From an optimization exercise on the open Yosys and OpenROAD flow, aimed at small area; shortcuts taken in it are not production practice. Only simulation tests tie the RTL to the original design; equivalence was not proved.

==> flow/design.v (excerpt) <==
module ssc_tx_chan
#(
    parameter logic [15:0] BASE   = 16'h0800,
    parameter int          SIN_AW = 13
) (
    input  logic        clk,
    input  logic        rst,
    input  logic [31:0] addr,
    input  logic [31:0] Wdata,
    input  logic        write,
    input  logic        read,
    output logic [31:0] Rdata,
    input  logic        tick,
    output logic [15:0] DAC,
    output logic        pushDAC,
    output logic        epoch
);
    logic        hit;
    logic [9:0]  rsel;
    logic [9:0]  wsel;
    assign hit = (addr[15:6] == BASE[15:6]) && (addr[1:0] == 2'b00);
    always_comb begin
        for (int k = 0; k < 10; k++) begin
            rsel[k] = read  && hit && (addr[5:2] == 4'(k));
            wsel[k] = write && hit && (addr[5:2] == 4'(k));
        end
    end
    logic        run_q;
    logic [31:0] cadd_q, cph_q, chf_q, chph_q, prn_q, scnt_q, ecnt_q;
    logic [15:0] amp_q;
    logic        stat_q, rd_stat_q, epoch_q;
    logic               adv, prn_edge, epoch_set;
    logic [31:0]        cph_sum, chph_sum;
    logic [STATE_W-1:0] prn_nxt;
    logic               prn_bit;
    logic [31:0]        scnt_inc, ecnt_inc;
    assign adv = tick && run_q;
    wire c_d1;
    ssc_ha u_c_d0 (.a(cph_q[0]), .b(cadd_q[0]), .s(cph_sum[0]), .co(c_d1));
    wire c_d3;
    ssc_fa u_c_d2 (.a(cph_q[1]), .b(cadd_q[1]), .c(c_d1), .s(cph_sum[1]), .co(c_d3));
    wire c_d5;
    ssc_fa u_c_d4 (.a(cph_q[2]), .b(cadd_q[2]), .c(c_d3), .s(cph_sum[2]), .co(c_d5));
    wire c_d7;
    ssc_fa u_c_d6 (.a(cph_q[3]), .b(cadd_q[3]), .c(c_d5), .s(cph_sum[3]), .co(c_d7));
    wire c_d9;
    ssc_fa u_c_d8 (.a(cph_q[4]), .b(cadd_q[4]), .c(c_d7), .s(cph_sum[4]), .co(c_d9));
    wire c_d11;
    ssc_fa u_c_d10 (.a(cph_q[5]), .b(cadd_q[5]), .c(c_d9), .s(cph_sum[5]), .co(c_d11));
    wire c_d13;
    ssc_fa u_c_d12 (.a(cph_q[6]), .b(cadd_q[6]), .c(c_d11), .s(cph_sum[6]), .co(c_d13));
    wire c_d15;
    ssc_fa u_c_d14 (.a(cph_q[7]), .b(cadd_q[7]), .c(c_d13), .s(cph_sum[7]), .co(c_d15));
    wire c_d17;
    ssc_fa u_c_d16 (.a(cph_q[8]), .b(cadd_q[8]), .c(c_d15), .s(cph_sum[8]), .co(c_d17));
    wire c_d19;
  ...
Size in the first run: roughly 290 flip-flops, roughly 120 I/O pins, ~23000 um^2 of cells after synthesis.
==> flow/config.mk <==
export PLATFORM = sky130hd
export DESIGN_NAME = ssc_tx_chan
export DESIGN_NICKNAME = ssc_tx_chan
export VERILOG_FILES = /design/flow/design.v
export SDC_FILE = /design/flow/constraint.sdc
export NUM_CORES = 4
export LEC_CHECK = 0
export ABC_AREA = 1
export CAP_MARGIN = 20
export CORE_MARGIN = 2
export CORE_UTILIZATION = 40
export GPL_TIMING_DRIVEN = 0
export SLEW_MARGIN = 20
export SYNTH_HIERARCHICAL = 1
==> flow/constraint.sdc <==
create_clock -name core_clock -period 9.0 [get_ports {clk}]
set_input_delay 1.8000 -clock core_clock [delete_from_list [all_inputs] [get_ports {clk}]]
set_output_delay 1.8000 -clock core_clock [all_outputs]
set_load 0.01 [all_outputs]
standard.sh (not shown) runs the stock make flow with config.mk's settings and CLKGATE_MAP_FILE= SYNTH_SCRIPT=/design/flow/synth_recipe.tcl, a recipe that flattens the netlist after the stock synthesis.
==> flow/flow/run.sh <==
#!/bin/bash
set -euo pipefail
export REMOVE_ABC_BUFFERS=1
export RECOVER_POWER=100
export BUFFER_PORTS_ARGS="-buffer_cell sky130_fd_sc_hd__buf_1"
export CTS_ARGS="-sink_clustering_enable -repair_clock_nets -dont_use_dummy_load -buf_list {sky130_fd_sc_hd__clkbuf_8} -sink_clustering_size 14 -sink_clustering_max_diameter 60"
bash standard.sh > standard.log 2>&1
The starting point reached the layout checks and failed them: capacitance limit, slew limit.
Edit:
--- a/flow/flow/run.sh
+++ b/flow/flow/run.sh
@@ -3,3 +3,2 @@
 export REMOVE_ABC_BUFFERS=1
-export RECOVER_POWER=100
 export BUFFER_PORTS_ARGS="-buffer_cell sky130_fd_sc_hd__buf_1"
- CAP_MARGIN: 20 -> 10
- SLEW_MARGIN: 20 -> 10
With this change the flow finished with timing, DRC and antenna clean.
Routed wire length drops by about 0.4%.
Worst setup slack is worse by 6.0 ps.
Maximum frequency hardly moves.
Design area climbs by about 0.6%.
Critical path depth is unchanged.
Edit:
==> flow/flow/run.sh (replaced) <==
#!/bin/bash
set -euo pipefail
export REMOVE_ABC_BUFFERS=1
export RECOVER_POWER=100
export BUFFER_PORTS_ARGS="-buffer_cell sky130_fd_sc_hd__buf_1"
export CTS_ARGS="-sink_clustering_enable -repair_clock_nets -dont_use_dummy_load -buf_list {sky130_fd_sc_hd__clkbuf_8} -sink_clustering_size 16 -sink_clustering_max_diameter 60"
bash standard.sh > standard.log 2>&1
- CAP_MARGIN: 10 -> 20
- SLEW_MARGIN: 10 -> 20
The changed run finished but failed the layout checks on capacitance limit, slew limit; worst setup slack improves by 3.3 ps; routed wire length is about the same; final area came out lower by 0.62%.
Edit:
==> flow/flow/run.sh (replaced) <==
#!/bin/bash
set -euo pipefail
export REMOVE_ABC_BUFFERS=1
export BUFFER_PORTS_ARGS="-buffer_cell sky130_fd_sc_hd__buf_1"
export CTS_ARGS="-sink_clustering_enable -repair_clock_nets -dont_use_dummy_load -buf_list {sky130_fd_sc_hd__clkbuf_8} -sink_clustering_size 14 -sink_clustering_max_diameter 60"
bash standard.sh > standard.log 2>&1
Outcome: The changed run completed without violations; die area is unchanged; final cell count stays the same.

== build 32 ==
ssc_tx_chan, a different RTL version from the one above (not shown whole).
Size: roughly 120 I/O pins, ~24,000 sq um of cells after synthesis.
// ssc_tx_chan
module ssc_tx_chan
#(
    parameter logic [15:0] BASE   = 16'h0800,
    parameter int          SIN_AW = 13
) (
    input  logic        clk,
    input  logic        rst,
    input  logic [31:0] addr,
    input  logic [31:0] Wdata,
    input  logic        write,
    input  logic        read,
    output logic [31:0] Rdata,
    input  logic        tick,
    output logic [15:0] DAC,
    output logic        pushDAC,
    output logic        epoch
);
Settings: LEC_CHECK=0, ABC_AREA=1, CAP_MARGIN=20, CORE_MARGIN=2, CORE_UTILIZATION=40, GPL_TIMING_DRIVEN=0, SLEW_MARGIN=20, SYNTH_HIERARCHICAL=1; clock period 9.0 ns.
==> flow/flow/run.sh <==
#!/bin/bash
set -euo pipefail
export REMOVE_ABC_BUFFERS=1
export BUFFER_PORTS_ARGS="-buffer_cell sky130_fd_sc_hd__buf_1"
export CTS_ARGS="-sink_clustering_enable -repair_clock_nets -dont_use_dummy_load -buf_list {sky130_fd_sc_hd__clkbuf_8} -sink_clustering_size 14 -sink_clustering_max_diameter 60"
bash standard.sh > standard.log 2>&1
## Diff of input files: build 6 against build 32
Settings: PLACE_DENSITY newly set to 0.7; CORE_UTILIZATION changed from 40 to 55.
### Flow results
- Changes observed in build 6 relative to build 32: buffer count excluding the clock tree in the final layout moved down, area added between synthesis and finish down 1.1 points.
- Of the two candidates, build 32 has the better register-to-register setup slack and build 6 the worse one.
- Between build 32 and build 6, the relative area of non-clock buffer cells in the final design does not differ in any meaningful way.
- Build 32 fits on a die that is larger than the die of build 6.
- The xor and xnor area share after synthesis of build 6 and that of build 32 are within noise of each other.
- Taking build 32 over build 6, the standard-cell row count ratio works out to 1.18.

==> what the ideal ports hide <==
The flow's constraints put no driver on any port. The routed layouts listed below were extracted and timed again, unchanged, in two steps. Step 1, drivers: a clkbuf_16 drives clk and a buf_2 each remaining input, both assumed. Step 2 moves the port delays by t, midway between the first and last clock arrival at a register: inputs arrive t later, outputs are due t later. That takes back most of the time a late clock gives input paths. a / b / c = ideal ports / drivers / drivers and shift; a / b = the first two.
run	t (ns)	setup WS [ns]	worst hold slack (ns)	slew at the worst register clock pin (ns)	cell pins on the clock port's net
the first run of note 1	0.677	0.327 / 0.327 / 0.327	0.335 / 0.335 / 0.335	0.10 / 0.10	1
the second run of note 1	0.681	0.321 / 0.321 / 0.321	0.335 / 0.335 / 0.335	0.10 / 0.10	1
the third run of note 1	0.674	0.325 / 0.325 / 0.325	0.334 / 0.334 / 0.334	0.11 / 0.11	1
the fourth run of note 1	0.672	0.322 / 0.322 / 0.322	0.334 / 0.334 / 0.334	0.10 / 0.10	1
build 32	0.690	0.387 / 0.387 / 0.387	0.335 / 0.335 / 0.335	0.10 / 0.10	1
build 6	0.663	0.319 / 0.319 / 0.319	0.343 / 0.343 / 0.343	0.10 / 0.10	1
